This design comes from an exercise in tuning for small area on the open sky130 flow, not from production work. Only simulation tests tie the RTL to the original design; equivalence was not proved. Power figures rest on the tool's default switching activity, not on a simulated workload.

== job 3686 ==
Design frame_fifo_sync, start of the top module:
module frame_fifo_sync #(
    parameter int WORD_W = 16,
    parameter int NUM_CH = 8,
    parameter int DEPTH  = 16,
    parameter int SEL_W  = $clog2(NUM_CH),
    parameter int CNT_W  = $clog2(DEPTH) + 1
) (
    input  logic                     sample_clk,
    input  logic                     reset_n,
    input  logic [WORD_W-1:0]        data_in,
    input  logic                     done,
    input  logic [SEL_W-1:0]         atmchsel,
    input  logic                     last_word,
    input  logic [CNT_W-1:0]         threshold,
    input  logic                     ovf_mode,
    input  logic                     flush,
    input  logic                     frame_pop,
    input  logic                     clear_flags,
    output logic [NUM_CH*WORD_W-1:0] frame_data_out,
    output logic                     fifo_ready,
    output logic [CNT_W-1:0]         frame_count,
    output logic                     overflow,
    output logic                     underflow
);
    localparam int PTR_W = $clog2(DEPTH);
    localparam int FRAME_W = NUM_CH * WORD_W;
    localparam logic [CNT_W-1:0] DEPTH_C = CNT_W'(DEPTH);
    logic                          commit;
    logic                          stage_clr;
    logic [NUM_CH-1:0]             slot_hit;
    logic [NUM_CH-1:0]             slot_vld_q;
    logic [NUM_CH-1:0][WORD_W-1:0] slot_q;
    logic [NUM_CH-1:0][WORD_W-1:0] frame_merged;
    logic [PTR_W-1:0] wr_ptr_q, wr_ptr_d;
    logic [PTR_W-1:0] rd_ptr_q, rd_ptr_d;
    logic [CNT_W-1:0] count_q, count_d;
    logic             ovf_q, ovf_d;
    logic             udf_q, udf_d;
    logic             wr_en;
    logic [FRAME_W-1:0] mem_q [DEPTH];
    assign commit    = done && last_word;
    assign stage_clr = flush || commit;
    genvar k;
    generate
  ...
==> module frame_fifo_sync, before the edit <==
module frame_fifo_sync #(
    parameter int WORD_W = 16,
    parameter int NUM_CH = 8,
    parameter int DEPTH  = 16,
    parameter int SEL_W  = $clog2(NUM_CH),
    parameter int CNT_W  = $clog2(DEPTH) + 1
) (
    input  logic                     sample_clk,
    input  logic                     reset_n,
    input  logic [WORD_W-1:0]        data_in,
    input  logic                     done,
    input  logic [SEL_W-1:0]         atmchsel,
    input  logic                     last_word,
    input  logic [CNT_W-1:0]         threshold,
    input  logic                     ovf_mode,
    input  logic                     flush,
    input  logic                     frame_pop,
    input  logic                     clear_flags,
    output logic [NUM_CH*WORD_W-1:0] frame_data_out,
    output logic                     fifo_ready,
    output logic [CNT_W-1:0]         frame_count,
    output logic                     overflow,
    output logic                     underflow
);
    localparam int PTR_W = $clog2(DEPTH);
    localparam int FRAME_W = NUM_CH * WORD_W;
    localparam logic [CNT_W-1:0] DEPTH_C = CNT_W'(DEPTH);
    logic                          commit;
    logic                          stage_clr;
    logic [NUM_CH-1:0]             slot_hit;
    logic [NUM_CH-1:0]             slot_vld_q;
    logic [NUM_CH-1:0][WORD_W-1:0] slot_q;
    logic [NUM_CH-1:0][WORD_W-1:0] frame_merged;
    logic [PTR_W-1:0] wr_ptr_q, wr_ptr_d;
    logic [PTR_W-1:0] rd_ptr_q, rd_ptr_d;
    logic [CNT_W-1:0] count_q, count_d;
    logic             ovf_q, ovf_d;
    logic             udf_q, udf_d;
    logic             wr_en;
    logic [FRAME_W-1:0] mem_q [DEPTH];
    assign commit    = done && last_word;
    assign stage_clr = flush || commit;
    genvar k;
    generate
        for (k = 0; k < NUM_CH; k++) begin : g_slot
            assign slot_hit[k] = done && (atmchsel == SEL_W'(k));
            always_ff @(posedge sample_clk) begin
                if (slot_hit[k])
                    slot_q[k] <= data_in;
            end
            always_ff @(posedge sample_clk or negedge reset_n) begin
                if (!reset_n)
                    slot_vld_q[k] <= 1'b0;
                else if (stage_clr)
                    slot_vld_q[k] <= 1'b0;
                else if (slot_hit[k])
                    slot_vld_q[k] <= 1'b1;
            end
            assign frame_merged[k] = slot_hit[k] ? data_in
                                   : (slot_q[k] & {WORD_W{slot_vld_q[k]}});
        end
    endgenerate
    always_comb begin
        logic full;
        logic do_pop;
        logic cnt_inc;
        logic rd_inc;
        logic ovf_set;
        logic udf_set;
        full    = (count_q == DEPTH_C);
        do_pop  = frame_pop && (count_q != '0);
        wr_en   = 1'b0;
        cnt_inc = 1'b0;
        rd_inc  = 1'b0;
        ovf_set = 1'b0;
        udf_set = 1'b0;
        wr_ptr_d = wr_ptr_q;
        rd_ptr_d = rd_ptr_q;
        count_d  = count_q;
        if (flush) begin
            wr_ptr_d = '0;
            rd_ptr_d = '0;
            count_d  = '0;
        end else begin
            udf_set = frame_pop && (count_q == '0);
            if (commit) begin
                if (!full || do_pop) begin
                    wr_en   = 1'b1;
                    cnt_inc = 1'b1;
                end else if (ovf_mode) begin
                    wr_en   = 1'b1;
                    rd_inc  = 1'b1;
                    ovf_set = 1'b1;
                end else begin
                    ovf_set = 1'b1;
                end
            end
            if (do_pop)
                rd_inc = 1'b1;
            if (wr_en)
                wr_ptr_d = wr_ptr_q + PTR_W'(1);
            if (rd_inc)
                rd_ptr_d = rd_ptr_q + PTR_W'(1);
            count_d = count_q + CNT_W'(cnt_inc) - CNT_W'(do_pop);
        end
        ovf_d = ovf_q;
        if (ovf_set)
            ovf_d = 1'b1;
        else if (clear_flags)
            ovf_d = 1'b0;
        udf_d = udf_q;
        if (udf_set)
            udf_d = 1'b1;
        else if (clear_flags)
            udf_d = 1'b0;
    end
    always_ff @(posedge sample_clk or negedge reset_n) begin
        if (!reset_n) begin
            wr_ptr_q <= '0;
            rd_ptr_q <= '0;
            count_q  <= '0;
            ovf_q    <= 1'b0;
            udf_q    <= 1'b0;
        end else begin
            wr_ptr_q <= wr_ptr_d;
            rd_ptr_q <= rd_ptr_d;
            count_q  <= count_d;
            ovf_q    <= ovf_d;
            udf_q    <= udf_d;
        end
    end
    logic [DEPTH-1:0] wsel_q, wsel_n_q, wsel_d;
    always_comb begin
        wsel_d = '0;
        wsel_d[wr_ptr_d] = 1'b1;
    end
    always_ff @(posedge sample_clk or negedge reset_n) begin
        if (!reset_n) begin
            wsel_q   <= DEPTH'(1);
            wsel_n_q <= {{(DEPTH-1){1'b1}}, 1'b0};
        end else begin
            wsel_q   <= wsel_d;
            wsel_n_q <= ~wsel_d;
        end
    end
    logic [DEPTH-1:0] mem_we, mem_hold;
    assign mem_we   = wsel_q & {DEPTH{wr_en}};
    assign mem_hold = wsel_n_q | {DEPTH{!wr_en}};
    logic [DEPTH-1:0] mem_tag_q;
    always_ff @(posedge sample_clk) begin
        for (int e = 0; e < DEPTH; e++) begin
            mem_q[e]     <= ~((mem_q[e] | {FRAME_W{mem_we[e]}}) & (frame_merged | {FRAME_W{mem_hold[e]}}));
            mem_tag_q[e] <= ~((mem_tag_q[e] | mem_we[e]) & mem_hold[e]);
        end
    end
    logic [DEPTH-1:0] rd_sel_q, rd_sel_d;
    always_comb begin
        rd_sel_d = '0;
        if (count_d != '0)
            rd_sel_d[rd_ptr_d] = 1'b1;
    end
    always_ff @(posedge sample_clk or negedge reset_n) begin
        if (!reset_n)
            rd_sel_q <= '0;
        else
            rd_sel_q <= rd_sel_d;
    end
    wire [DEPTH-1:0] rd_sel = rd_sel_q;
    logic [FRAME_W-1:0] rd_raw;
    logic               rd_tag;
    always_comb begin
        rd_raw = '0;
        rd_tag = 1'b0;
        for (int e = 0; e < DEPTH; e++) begin
            rd_raw = rd_raw | (mem_q[e] & {FRAME_W{rd_sel[e]}});
            rd_tag = rd_tag | (mem_tag_q[e] & rd_sel[e]);
        end
    end
    assign frame_data_out = rd_raw ^ {FRAME_W{rd_tag}};
    assign fifo_ready     = count_q >= ((threshold == '0) ? CNT_W'(1) : threshold);
    assign frame_count    = count_q;
    assign overflow       = ovf_q;
    assign underflow      = udf_q;
endmodule
==> flow/config.mk <==
export PLATFORM = sky130hd
export DESIGN_NAME = frame_fifo_sync
export DESIGN_NICKNAME = frame_fifo_sync
export VERILOG_FILES = /design/flow/design.v
export SDC_FILE = /design/flow/constraint.sdc
export NUM_CORES = 4
export LEC_CHECK = 0
export CAP_MARGIN = 20
export CORE_MARGIN = 2
export CORE_UTILIZATION = 55
export CTS_BUF_LIST = sky130_fd_sc_hd__clkbuf_16
export CTS_CLUSTER_DIAMETER = 80
export CTS_CLUSTER_SIZE = 25
export SLEW_MARGIN = 20
==> flow/constraint.sdc <==
create_clock -name core_clock -period 6.0 [get_ports {sample_clk}]
set_input_delay 1.2000 -clock core_clock [delete_from_list [all_inputs] [get_ports {sample_clk}]]
set_output_delay 1.2000 -clock core_clock [all_outputs]
set_load 0.01 [all_outputs]
run.sh (not shown) runs the stock make flow with config.mk's settings and CLKGATE_MAP_FILE= SYNTH_SCRIPT=/design/flow/synth_recipe.tcl, a recipe that flattens the netlist after the stock synthesis.
--- input diff job 3686..job 8932 ---
--- a/flow/design.v
+++ b/flow/design.v
@@ -146,12 +146,9 @@
     logic [DEPTH-1:0] mem_we, mem_hold;
     assign mem_we   = wsel_q & {DEPTH{wr_en}};
     assign mem_hold = wsel_n_q | {DEPTH{!wr_en}};
-    logic [DEPTH-1:0] mem_tag_q;
     always_ff @(posedge sample_clk) begin
-        for (int e = 0; e < DEPTH; e++) begin
-            mem_q[e]     <= ~((mem_q[e] | {FRAME_W{mem_we[e]}}) & (frame_merged | {FRAME_W{mem_hold[e]}}));
-            mem_tag_q[e] <= ~((mem_tag_q[e] | mem_we[e]) & mem_hold[e]);
-        end
+        for (int e = 0; e < DEPTH; e++)
+            mem_q[e] <= (mem_q[e] & {FRAME_W{mem_hold[e]}}) | (frame_merged & {FRAME_W{mem_we[e]}});
     end
     logic [DEPTH-1:0] rd_sel_q, rd_sel_d;
     always_comb begin
@@ -166,17 +163,11 @@
             rd_sel_q <= rd_sel_d;
     end
     wire [DEPTH-1:0] rd_sel = rd_sel_q;
-    logic [FRAME_W-1:0] rd_raw;
-    logic               rd_tag;
     always_comb begin
-        rd_raw = '0;
-        rd_tag = 1'b0;
-        for (int e = 0; e < DEPTH; e++) begin
-            rd_raw = rd_raw | (mem_q[e] & {FRAME_W{rd_sel[e]}});
-            rd_tag = rd_tag | (mem_tag_q[e] & rd_sel[e]);
-        end
+        frame_data_out = '0;
+        for (int e = 0; e < DEPTH; e++)
+            frame_data_out = frame_data_out | (mem_q[e] & {FRAME_W{rd_sel[e]}});
     end
-    assign frame_data_out = rd_raw ^ {FRAME_W{rd_tag}};
     assign fifo_ready     = count_q >= ((threshold == '0) ? CNT_W'(1) : threshold);
     assign frame_count    = count_q;
     assign overflow       = ovf_q;
[summary]
- Job 8932 was carried through to the last stage, and its layout satisfied the timing, DRC and antenna checks.
- Job 3686 ended up with nor2_4 as its slowest cell on the critical path; job 8932 ended up with dfrtp_4.
- Post-route cell area delta (job 8932 − job 3686): unfavourable
- Of job 3686 and job 8932, job 3686 shows the lower part of the total power dissipated in the clock network, with job 8932 above it.
- Lower global-route wire length before repair was reported by job 3686, not job 8932.
- Going from job 3686 to job 8932, post-layout utilization of the core essentially unchanged, average instance area after synthesis lost about 16%.

## separate check: timing with driven ports
The flow's constraints put no driver on any port. The routed layouts listed below were extracted and timed again, unchanged, in two steps.
Step 1: set_driving_cell puts a clkbuf_16 on sample_clk and a buf_2 on each other input, an assumption about the parent block.
Step 2 moves the port delays by t, midway between the first and last clock arrival at a register: inputs arrive t later, outputs are due t later. That takes back most of the time a late clock gives input paths.
Slacks: ideal / step 1 / step 2; pairs: ideal / step 1.
run	t, ns	setup WS [ns]	worst register clock-pin slew, ns	worst data-port slew with drivers (ns)
job 3686	0.863	0.334 / 0.235 / 1.099	0.11 / 0.11	0.18
job 8932	0.865	0.910 / 0.822 / 0.990	0.10 / 0.10	0.22
After both steps every run listed still meets setup and hold.
